This design comes from an exercise in tuning for small area, a short achievable clock period and few clock cycles on the open sky130 flow, not from production work. Where RTL was checked, it was by simulation tests only, not by an equivalence proof against the original. No activity file was given, so power comes from the tool's default toggle rates.

==> inputs of trial 4 <==
// sw_aligner
module sw_aligner (
    input  logic        clk,
    input  logic        rst,
    input  logic        job_req,
    input  logic [31:0] query,
    output logic        job_ack,
    input  logic        sym_req,
    input  logic [1:0]  sym_base,
    input  logic        sym_last,
    output logic        sym_ack,
    output logic        res_req,
    output logic [13:0] res_score,
    output logic [5:0]  res_row,
    output logic [10:0] res_col,
    output logic [10:0] res_end_step,
    output logic        res_xdrop_hit,
    input  logic        res_ack
);
clock: 13.0 ns
lec_check: 0
cap_margin: 20
core_margin: 2
core_utilization: 40
slew_margin: 20
tns_end_percent: 5
standard.sh (not shown) runs the stock make flow with config.mk's settings and CLKGATE_MAP_FILE= SYNTH_SCRIPT=/design/flow/synth_recipe.tcl, a recipe that flattens the netlist after the stock synthesis.
==> flow/flow/run.sh <==
#!/bin/bash
# The standard layout (the standard.sh: ORFS with the standard synthesis)
# with two changes to how the layout is made:
#  - ports get a plain buffer (buf_2) instead of the slow delay cell that
#    buffer_ports picks by default; every port still gets its own buffer
#  - timing repair aims for more slack than the clock period needs, so the
#    repair steps work on the design's worst paths
# Each tool's output goes to ORFS's own logs under orfs/logs; make's output
# goes to flow_make.log here.
set -euo pipefail
export BUFFER_PORTS_ARGS="-buffer_cell sky130_fd_sc_hd__buf_2"
export SETUP_SLACK_MARGIN="${SETUP_SLACK_MARGIN_OVERRIDE:-8.8}"
bash standard.sh > flow_make.log 2>&1
==> trial 28: changes against trial 4 <==
--- a/flow/design.v
+++ b/flow/design.v
@@ -9,88 +9,79 @@
     input  logic       i_clk,
     input  logic       i_load,
     input  logic       i_en_a,           
     input  logic       i_en_b,           
     input  logic [1:0] i_row_base,
     input  logic [1:0] i_col,
-    input  logic       i_top_lo,         
-    input  logic [6:0] i_top_open,       
+    input  logic [6:0] i_top_h,          
     input  logic [6:0] i_top_f,          
     input  logic [6:0] i_diag,           
-    output logic       o_lo,             
-    output logic [6:0] o_open,           
-    output logic [6:0] o_f,              
     output logic [6:0] o_h,              
+    output logic [6:0] o_f,              
     output logic [6:0] o_diag            
 );
     localparam logic [6:0] LEFT_INIT = 7'(sw_pkg::SCORE_OFS - 12 - P_ROW);
     function automatic logic ge7(input logic [6:0] a, input logic [6:0] b);
         logic c;
         c = 1'b1;
         for (int i = 0; i < 7; i++) begin
             c = (a[i] & ~b[i]) | (a[i] & c) | (~b[i] & c);
         end
         ge7 = c;
     endfunction
-    function automatic logic [6:0] satdec7(input logic [6:0] a);
+    function automatic logic [6:0] dec7(input logic [6:0] a);
         logic b;
         b = 1'b1;
         for (int i = 0; i < 7; i++) begin
-            satdec7[i] = a[i] ^ b;
-            b          = b & ~a[i];
-        end
-        if (b) begin
-            satdec7 = 7'd0;
+            dec7[i] = a[i] ^ b;
+            b       = b & ~a[i];
         end
     endfunction
-    function automatic logic [7:0] addk7(input logic [6:0] a, input logic [6:0] k);
+    function automatic logic [7:0] addk(input logic [7:0] a, input logic [7:0] k);
         logic c;
         c = 1'b0;
-        for (int i = 0; i < 7; i++) begin
-            addk7[i] = a[i] ^ k[i] ^ c;
-            c        = (a[i] & k[i]) | (a[i] & c) | (k[i] & c);
+        for (int i = 0; i < 8; i++) begin
+            addk[i] = a[i] ^ k[i] ^ c;
+            c       = (a[i] & k[i]) | (a[i] & c) | (k[i] & c);
         end
-        addk7[7] = c;
+    endfunction
+    function automatic logic ge8(input logic [7:0] a, input logic [7:0] b);
+        logic c;
+        c = 1'b1;
+        for (int i = 0; i < 8; i++) begin
+            c = (a[i] & ~b[i]) | (a[i] & c) | (~b[i] & c);
+        end
+        ge8 = c;
     endfunction
     logic [1:0] row_base_q;
     logic [6:0] h_q;
     logic [6:0] e_q;
     logic [6:0] f_q;
     logic [6:0] diag_q;
-    logic [7:0] open;
-    logic [6:0] e_ext;
-    logic [6:0] f_ext;
+    logic       match;
     logic [6:0] e_new;
     logic [6:0] f_new;
-    logic       match;
-    logic [7:0] d_hi;
-    logic [7:0] d_lo;
-    logic [6:0] d;
-    logic       d_ge_e;
-    logic       d_ge_f;
-    logic       e_ge_f;
+    logic [6:0] g;
+    logic [7:0] g_open;
+    logic [7:0] d_cmp;
+    logic [7:0] d_val;
+    logic       take_d;
     logic [6:0] h_new;
     always_comb begin
-        open   = addk7(h_q, 7'(-13));
-        e_ext  = satdec7(e_q);
-        e_new  = (open[7] && ge7(open[6:0], e_ext)) ? open[6:0] : e_ext;
-        f_ext  = satdec7(i_top_f);
-        f_new  = (!i_top_lo && ge7(i_top_open, f_ext)) ? i_top_open : f_ext;
         match  = row_base_q == i_col;
-        d_hi   = addk7(i_diag, 7'd2);
-        d_lo   = addk7(i_diag, 7'(-3));
-        d      = match ? d_hi[6:0] : (d_lo[7] ? d_lo[6:0] : 7'd0);
-        d_ge_e = ge7(d, e_q);
-        d_ge_f = ge7(d, f_q);
-        e_ge_f = ge7(e_q, f_q);
-        if (d_ge_e && d_ge_f) begin
-            h_new = d;
-        end else if (e_ge_f) begin
-            h_new = e_q;
+        e_new  = ge7(h_q, e_q) ? h_q : dec7(e_q);
+        f_new  = ge7(i_top_h, i_top_f) ? i_top_h : dec7(i_top_f);
+        g      = ge7(e_q, f_q) ? e_q : f_q;
+        g_open = addk({1'b0, g}, 8'hf3);
+        d_cmp  = match ? addk({1'b0, i_diag}, 8'd15) : addk({1'b0, i_diag}, 8'd10);
+        take_d = ge8(d_cmp, {1'b0, g});
+        d_val  = match ? addk({1'b0, i_diag}, 8'd2) : addk({1'b0, i_diag}, 8'hfd);
+        if (take_d) begin
+            h_new = d_val[7] ? 7'd0 : d_val[6:0];
         end else begin
-            h_new = f_q;
+            h_new = g_open[7] ? 7'd0 : g_open[6:0];
         end
     end
     always_ff @(posedge i_clk) begin
         if (i_load) begin
             row_base_q <= i_row_base;
             h_q        <= LEFT_INIT;
@@ -100,16 +91,14 @@
             f_q    <= f_new;
         end else if (i_en_b) begin
             h_q    <= h_new;
             diag_q <= h_q;
         end
     end
-    assign o_lo   = !open[7];
-    assign o_open = open[6:0];
-    assign o_f    = f_q;
     assign o_h    = h_q;
+    assign o_f    = f_q;
     assign o_diag = diag_q;
 endmodule
 `timescale 1ns/100ps
 module sw_pe_array
 #(
     parameter int P_NUM_PE = 16
@@ -124,57 +113,43 @@
     output logic [7*P_NUM_PE-1:0]   o_step_v,
     output logic [P_NUM_PE-1:0]     o_step_ok     
 );
     logic [6:0] h0_q;
     logic       first_q;
     logic [6:0] top_h;
-    logic [7:0] top_open;
-    always_comb begin
-        if (first_q) begin
-            top_h = 7'(sw_pkg::SCORE_OFS - 13);
-        end else if (h0_q == 7'd0) begin
-            top_h = 7'd0;
-        end else begin
-            top_h = h0_q - 7'd1;
-        end
-        top_open = {1'b0, top_h} - 8'd13;
-    end
+    assign top_h = first_q ? 7'(sw_pkg::SCORE_OFS - 13)
+                           : ((h0_q == 7'd0) ? 7'd0 : h0_q - 7'd1);
     always_ff @(posedge i_clk) begin
         if (i_load) begin
             h0_q    <= 7'(sw_pkg::SCORE_OFS);
             first_q <= 1'b1;
         end else if (i_step_b && i_feed_valid) begin
             h0_q    <= top_h;
             first_q <= 1'b0;
         end
     end
-    logic [P_NUM_PE-1:0]   pe_lo;
-    logic [7*P_NUM_PE-1:0] pe_open;
-    logic [7*P_NUM_PE-1:0] pe_f;
     logic [7*P_NUM_PE-1:0] pe_h;
+    logic [7*P_NUM_PE-1:0] pe_f;
     logic [7*P_NUM_PE-1:0] pe_diag;
     logic [2*P_NUM_PE-1:0] col_q;
     logic [P_NUM_PE-1:0]   valid_q;
     assign o_step_ok = valid_q;
     for (genvar g = 0; g < P_NUM_PE; g++) begin : g_pe
-        logic       in_lo;
-        logic [6:0] in_open;
+        logic [6:0] in_h;
         logic [6:0] in_f;
         logic [6:0] in_diag;
         logic [1:0] in_col;
         logic       in_valid;
         if (g == 0) begin : g_first
-            assign in_lo    = top_open[7];
-            assign in_open  = top_open[6:0];
+            assign in_h     = top_h;
             assign in_f     = 7'd0;
             assign in_diag  = h0_q;
             assign in_col   = i_feed;
             assign in_valid = i_feed_valid;
         end else begin : g_chain
-            assign in_lo    = pe_lo[g-1];
-            assign in_open  = pe_open[7*(g-1) +: 7];
+            assign in_h     = pe_h[7*(g-1) +: 7];
             assign in_f     = pe_f[7*(g-1) +: 7];
             assign in_diag  = pe_diag[7*(g-1) +: 7];
             assign in_col   = col_q[2*(g-1) +: 2];
             assign in_valid = valid_q[g-1];
         end
         sw_pe #(
@@ -183,20 +158,17 @@
             .i_clk      (i_clk),
             .i_load     (i_load),
             .i_en_a     (i_step_a && in_valid),
             .i_en_b     (i_step_b && in_valid),
             .i_row_base (i_query[2*g +: 2]),
             .i_col      (in_col),
-            .i_top_lo   (in_lo),
-            .i_top_open (in_open),
+            .i_top_h    (in_h),
             .i_top_f    (in_f),
             .i_diag     (in_diag),
-            .o_lo       (pe_lo[g]),
-            .o_open     (pe_open[7*g +: 7]),
-            .o_f        (pe_f[7*g +: 7]),
             .o_h        (pe_h[7*g +: 7]),
+            .o_f        (pe_f[7*g +: 7]),
             .o_diag     (pe_diag[7*g +: 7])
         );
         always_ff @(posedge i_clk) begin
             if (i_load) begin
                 valid_q[g] <= 1'b0;
             end else if (i_step_b) begin
==> flow/run.sh (new file) <==
#!/bin/bash
# synth_recipe.tcl (not shown) runs the flow's synth.tcl, then flattens the netlist and writes it again
# the make line also repeats each setting of config.mk as NAME=value (left out here)
make -C /OpenROAD-flow-scripts/flow DESIGN_CONFIG=/design/flow/config.mk WORK_HOME=/design/flow/orfs CLKGATE_MAP_FILE= SYNTH_SCRIPT=/design/flow/synth_recipe.tcl finish
- TNS_END_PERCENT: 5 -> unset
removed: flow/flow/run.sh
removed: flow/standard.sh
==> trial 13: changes against trial 4 <==
--- a/flow/design.v
+++ b/flow/design.v
@@ -1,8 +1,38 @@
 package sw_pkg;
     localparam int SCORE_OFS = 95;
+    function automatic logic [7:0] carries7(input logic [6:0] g, input logic [6:0] p,
+                                            input logic cin);
+        logic [6:0] gg;
+        logic [6:0] pp;
+        gg = g;
+        pp = p;
+        gg[0] = g[0] | (p[0] & cin);
+        for (int d = 1; d < 7; d = d * 2) begin
+            for (int i = 6; i >= d; i--) begin
+                gg[i] = gg[i] | (pp[i] & gg[i-d]);
+                pp[i] = pp[i] & pp[i-d];
+            end
+        end
+        carries7 = {gg, cin};
+    endfunction
+    function automatic logic ge7(input logic [6:0] a, input logic [6:0] b);
+        logic [7:0] c;
+        c = carries7(a & ~b, a | ~b, 1'b1);
+        ge7 = c[7];
+    endfunction
+    function automatic logic [7:0] add7(input logic [6:0] a, input logic [6:0] k);
+        logic [7:0] c;
+        c = carries7(a & k, a | k, 1'b0);
+        add7 = {c[7], a ^ k ^ c[6:0]};
+    endfunction
+    function automatic logic [6:0] satdec7(input logic [6:0] a);
+        logic [7:0] s;
+        s = add7(a, 7'h7f);
+        satdec7 = s[7] ? s[6:0] : 7'd0;
+    endfunction
 endpackage
 `timescale 1ns/100ps
 module sw_pe
 #(
     parameter int P_ROW = 1              
 ) (
@@ -20,40 +50,12 @@
     output logic [6:0] o_open,           
     output logic [6:0] o_f,              
     output logic [6:0] o_h,              
     output logic [6:0] o_diag            
 );
     localparam logic [6:0] LEFT_INIT = 7'(sw_pkg::SCORE_OFS - 12 - P_ROW);
-    function automatic logic ge7(input logic [6:0] a, input logic [6:0] b);
-        logic c;
-        c = 1'b1;
-        for (int i = 0; i < 7; i++) begin
-            c = (a[i] & ~b[i]) | (a[i] & c) | (~b[i] & c);
-        end
-        ge7 = c;
-    endfunction
-    function automatic logic [6:0] satdec7(input logic [6:0] a);
-        logic b;
-        b = 1'b1;
-        for (int i = 0; i < 7; i++) begin
-            satdec7[i] = a[i] ^ b;
-            b          = b & ~a[i];
-        end
-        if (b) begin
-            satdec7 = 7'd0;
-        end
-    endfunction
-    function automatic logic [7:0] addk7(input logic [6:0] a, input logic [6:0] k);
-        logic c;
-        c = 1'b0;
-        for (int i = 0; i < 7; i++) begin
-            addk7[i] = a[i] ^ k[i] ^ c;
-            c        = (a[i] & k[i]) | (a[i] & c) | (k[i] & c);
-        end
-        addk7[7] = c;
-    endfunction
     logic [1:0] row_base_q;
     logic [6:0] h_q;
     logic [6:0] e_q;
     logic [6:0] f_q;
     logic [6:0] diag_q;
     logic [7:0] open;
@@ -67,24 +69,24 @@
     logic [6:0] d;
     logic       d_ge_e;
     logic       d_ge_f;
     logic       e_ge_f;
     logic [6:0] h_new;
     always_comb begin
-        open   = addk7(h_q, 7'(-13));
-        e_ext  = satdec7(e_q);
-        e_new  = (open[7] && ge7(open[6:0], e_ext)) ? open[6:0] : e_ext;
-        f_ext  = satdec7(i_top_f);
-        f_new  = (!i_top_lo && ge7(i_top_open, f_ext)) ? i_top_open : f_ext;
+        open   = sw_pkg::add7(h_q, 7'(-13));
+        e_ext  = sw_pkg::satdec7(e_q);
+        e_new  = (open[7] && sw_pkg::ge7(open[6:0], e_ext)) ? open[6:0] : e_ext;
+        f_ext  = sw_pkg::satdec7(i_top_f);
+        f_new  = (!i_top_lo && sw_pkg::ge7(i_top_open, f_ext)) ? i_top_open : f_ext;
         match  = row_base_q == i_col;
-        d_hi   = addk7(i_diag, 7'd2);
-        d_lo   = addk7(i_diag, 7'(-3));
+        d_hi   = sw_pkg::add7(i_diag, 7'd2);
+        d_lo   = sw_pkg::add7(i_diag, 7'(-3));
         d      = match ? d_hi[6:0] : (d_lo[7] ? d_lo[6:0] : 7'd0);
-        d_ge_e = ge7(d, e_q);
-        d_ge_f = ge7(d, f_q);
-        e_ge_f = ge7(e_q, f_q);
+        d_ge_e = sw_pkg::ge7(d, e_q);
+        d_ge_f = sw_pkg::ge7(d, f_q);
+        e_ge_f = sw_pkg::ge7(e_q, f_q);
         if (d_ge_e && d_ge_f) begin
             h_new = d;
         end else if (e_ge_f) begin
             h_new = e_q;
         end else begin
             h_new = f_q;
@@ -210,30 +212,22 @@
     end
 endmodule
 `timescale 1ns/100ps
 module sw_max_tree
 #(
     parameter int P_NUM_PE = 16,
-    parameter int P_SPLIT  = 3
+    parameter int P_SPLIT  = 2
 ) (
     input  logic                   i_clk,
     input  logic [7*P_NUM_PE-1:0]  i_scores,
     input  logic [P_NUM_PE-1:0]    i_ok,
     output logic [6:0]             o_max,
     output logic [3:0]             o_row
 );
     localparam int WIDTH = 16;
     localparam int NMID  = WIDTH >> P_SPLIT;
-    function automatic logic ge7(input logic [6:0] a, input logic [6:0] b);
-        logic c;
-        c = 1'b1;
-        for (int i = 0; i < 7; i++) begin
-            c = (a[i] & ~b[i]) | (a[i] & c) | (~b[i] & c);
-        end
-        ge7 = c;
-    endfunction
     logic [6:0] node_v [1:2*WIDTH-1];
     logic [3:0] node_r [1:2*WIDTH-1];
     logic       node_k [1:2*WIDTH-1];
     for (genvar k = 0; k < WIDTH; k++) begin : g_leaf
         assign node_v[WIDTH+k] = i_scores[7*k +: 7];
         assign node_r[WIDTH+k] = 4'(k);
@@ -241,17 +235,17 @@
     end
     for (genvar n = 1; n < WIDTH; n++) begin : g_node
         logic       pick_hi;
         logic [6:0] v;
         logic [3:0] r;
         logic       k;
-        assign pick_hi = node_k[2*n+1] && (!node_k[2*n] || ge7(node_v[2*n+1], node_v[2*n]));
+        assign pick_hi = node_k[2*n+1] && (!node_k[2*n] || sw_pkg::ge7(node_v[2*n+1], node_v[2*n]));
         assign v       = pick_hi ? node_v[2*n+1] : node_v[2*n];
         assign r       = pick_hi ? node_r[2*n+1] : node_r[2*n];
         assign k       = node_k[2*n+1] || node_k[2*n];
-        if (n >= NMID && n < 2 * NMID) begin : g_reg
+        if (n == 1 || (n >= NMID && n < 2 * NMID)) begin : g_reg
             logic [6:0] v_q;
             logic [3:0] r_q;
             logic       k_q;
             always_ff @(posedge i_clk) begin
                 v_q <= v;
                 r_q <= r;
@@ -283,32 +277,24 @@
     output logic [3:0]  o_row,
     output logic [6:0]  o_col,
     output logic [6:0]  o_steps,         
     output logic        o_stop,
     output logic        o_stop_now       
 );
-    function automatic logic ge7(input logic [6:0] a, input logic [6:0] b);
-        logic c;
-        c = 1'b1;
-        for (int i = 0; i < 7; i++) begin
-            c = (a[i] & ~b[i]) | (a[i] & c) | (~b[i] & c);
-        end
-        ge7 = c;
-    endfunction
     logic [6:0] best_u;      
     logic [6:0] limit_u;     
     logic [6:0] best_x;      
     logic [3:0] row_q;
     logic [6:0] col_q;
     logic [6:0] steps_q;
     logic [6:0] next_q;      
     logic       stop_q;
     logic       accept;
     logic       drop;
-    assign accept = ge7(i_step_max, best_u);
-    assign drop   = !ge7(i_step_max, limit_u);
+    assign accept = sw_pkg::ge7(i_step_max, best_u);
+    assign drop   = !sw_pkg::ge7(i_step_max, limit_u);
     assign o_stop_now = i_eval && !stop_q && drop;
     always_ff @(posedge i_clk) begin
         if (i_clear) begin
             best_u  <= 7'(sw_pkg::SCORE_OFS - 4);
             limit_u <= 7'(sw_pkg::SCORE_OFS - 4 - P_XDROP);
             steps_q <= 7'd0;
@@ -366,20 +352,22 @@
     logic [1:0] state;
     logic [3:0] flush_cnt;
     logic       a_last;          
     logic       b_last;
     logic       ev1;
     logic       ev1_last;
+    logic       ev2;
     logic       ev2_last;
+    logic       ev3_last;
     logic       job_take;
     logic       sym_take;
     logic       done;
     assign job_take = i_job_req && !o_job_ack &&
                       (state == ST_IDLE || (state == ST_RES && !o_res_req && !i_res_ack));
     assign sym_take = (state == ST_RUN) && i_sym_req && !o_sym_ack;
-    assign done     = (state == ST_FLUSH) && (i_stop || i_stop_now || (o_eval && ev2_last));
+    assign done     = (state == ST_FLUSH) && (i_stop || i_stop_now || (o_eval && ev3_last));
     always_ff @(posedge i_clk or posedge i_rst) begin
         if (i_rst) begin
             state        <= ST_IDLE;
             o_job_ack    <= 1'b0;
             o_sym_ack    <= 1'b0;
             o_res_req    <= 1'b0;
@@ -388,25 +376,29 @@
             o_step_b     <= 1'b0;
             o_feed_valid <= 1'b0;
             a_last       <= 1'b0;
             b_last       <= 1'b0;
             ev1          <= 1'b0;
             ev1_last     <= 1'b0;
-            o_eval       <= 1'b0;
+            ev2          <= 1'b0;
             ev2_last     <= 1'b0;
+            o_eval       <= 1'b0;
+            ev3_last     <= 1'b0;
             flush_cnt    <= '0;
         end else begin
             o_load   <= job_take;
             o_step_a <= 1'b0;
             a_last   <= 1'b0;
             o_step_b <= o_step_a;
             b_last   <= a_last;
-            ev1      <= o_step_b;
+            ev1      <= o_step_b && !o_load;
             ev1_last <= b_last;
-            o_eval   <= ev1;
+            ev2      <= ev1 && !o_load;
             ev2_last <= ev1_last;
+            o_eval   <= ev2 && !o_load;
+            ev3_last <= ev2_last;
             if (job_take) begin
                 o_job_ack <= 1'b1;
             end else if (o_job_ack && !i_job_req) begin
                 o_job_ack <= 1'b0;
             end
             if (sym_take) begin
==> flow/run.sh (new file) <==
#!/bin/bash
# synth_recipe.tcl (not shown) runs the flow's synth.tcl, then flattens the netlist and writes it again
# the make line also repeats each setting of config.mk as NAME=value (left out here)
make -C /OpenROAD-flow-scripts/flow DESIGN_CONFIG=/design/flow/config.mk WORK_HOME=/design/flow/orfs CLKGATE_MAP_FILE= SYNTH_SCRIPT=/design/flow/synth_recipe.tcl finish
- TNS_END_PERCENT: 5 -> unset
removed: flow/flow/run.sh
removed: flow/standard.sh
==> comparison table <==
Worst vdd rail ir drop: trial 13 0.136 mV; trial 4 0.166 mV; trial 28 0.114 mV
Setup repair after global routing missed its margin: trial 13 false; trial 4 true; trial 28 false
Count of inverters not on the clock network in the layout: trial 13 419; trial 4 523; trial 28 571
Final non-filler cell area: trial 13 51500 µm²; trial 4 50000 µm²; trial 28 49600 µm²
Slew at the pin closest to its max-slew limit: trial 13 1020 ps; trial 4 1030 ps; trial 28 1040 ps
Worst Hold Launch: trial 13 u_sw_align_top.u_sw_ctrl.ev2_last; trial 4 u_sw_align_top.u_sw_ctrl.a_last; trial 28 u_sw_align_top.u_sw_ctrl.a_last
Post-layout utilization of the core: trial 13 0.442; trial 4 0.460; trial 28 0.442
Number of non-clock buffers: trial 13 87; trial 4 184; trial 28 99
Share of Yosys cell area claimed by the top area cell type: trial 13 0.190; trial 4 0.205; trial 28 0.198
Number of global-route vias before repair: trial 13 38300; trial 4 34500; trial 28 36100
Share of cell area taken by multi-input logic gates: trial 13 0.553; trial 4 0.543; trial 28 0.540
Met3 routed WL: trial 13 6.14 mm; trial 4 5.61 mm; trial 28 5.41 mm
Run status: trial 13 timing/DRC/antenna clean; trial 4 timing/DRC/antenna clean; trial 28 timing/DRC/antenna clean
Detailed Routing Iterations Pass 1: trial 13 7; trial 4 9; trial 28 6
Count of cells resized by post-cts repair: trial 13 0; trial 4 45; trial 28 0
Routed Wire Length: trial 13 133 mm; trial 4 119 mm; trial 28 123 mm
Multi-input gates: trial 13 4295; trial 4 3800; trial 28 3861
Relative area of clock buffers and inverters in the final design: trial 13 0.0519; trial 4 0.0479; trial 28 0.0504
Share of the cycle needed by the critical path after routing: trial 13 0.367; trial 4 0.326; trial 28 0.414
Sum of met2 wire segment lengths after detailed routing: trial 13 60.3 mm; trial 4 55.1 mm; trial 28 56.5 mm
Top power group: trial 13 combinational logic; trial 4 combinational logic; trial 28 sequential cells
Testbench counts of trial 28, summed over its fixed seeds: cycles 39,441.
Testbench counts of trial 13, summed over its fixed seeds: cycles 39,646.
Only the layout flow was run in trial 4; the RTL was not checked for function there.

[re-timing with driven ports]
In the flow no input, the clock included, has a driving cell. The finished layouts below were timed again as built, in two steps. Step 1 assumes that a clkbuf_16 drives the clock port and a buf_2 every other input. Step 2 also shifts input and output timing later by t, the mid clock arrival at the registers, as if the neighbouring blocks saw the same clock. Slacks: ideal / step 1 / step 2; pairs: ideal / step 1.
| run | t (ns) | slack for setup (ns) | worst setup path after step 2 | clock arrival spread, ns |
|---|---|---|---|---|
| trial 4 | 0.712 | 8.765 / 8.765 / 8.765 | register to register | 0.028 / 0.028 |
| trial 28 | 0.720 | 7.624 / 7.624 / 7.624 | register to register | 0.039 / 0.039 |
| trial 13 | 0.720 | 8.232 / 8.232 / 8.232 | register to register | 0.023 / 0.022 |
After both steps setup and hold are still met in every run listed.
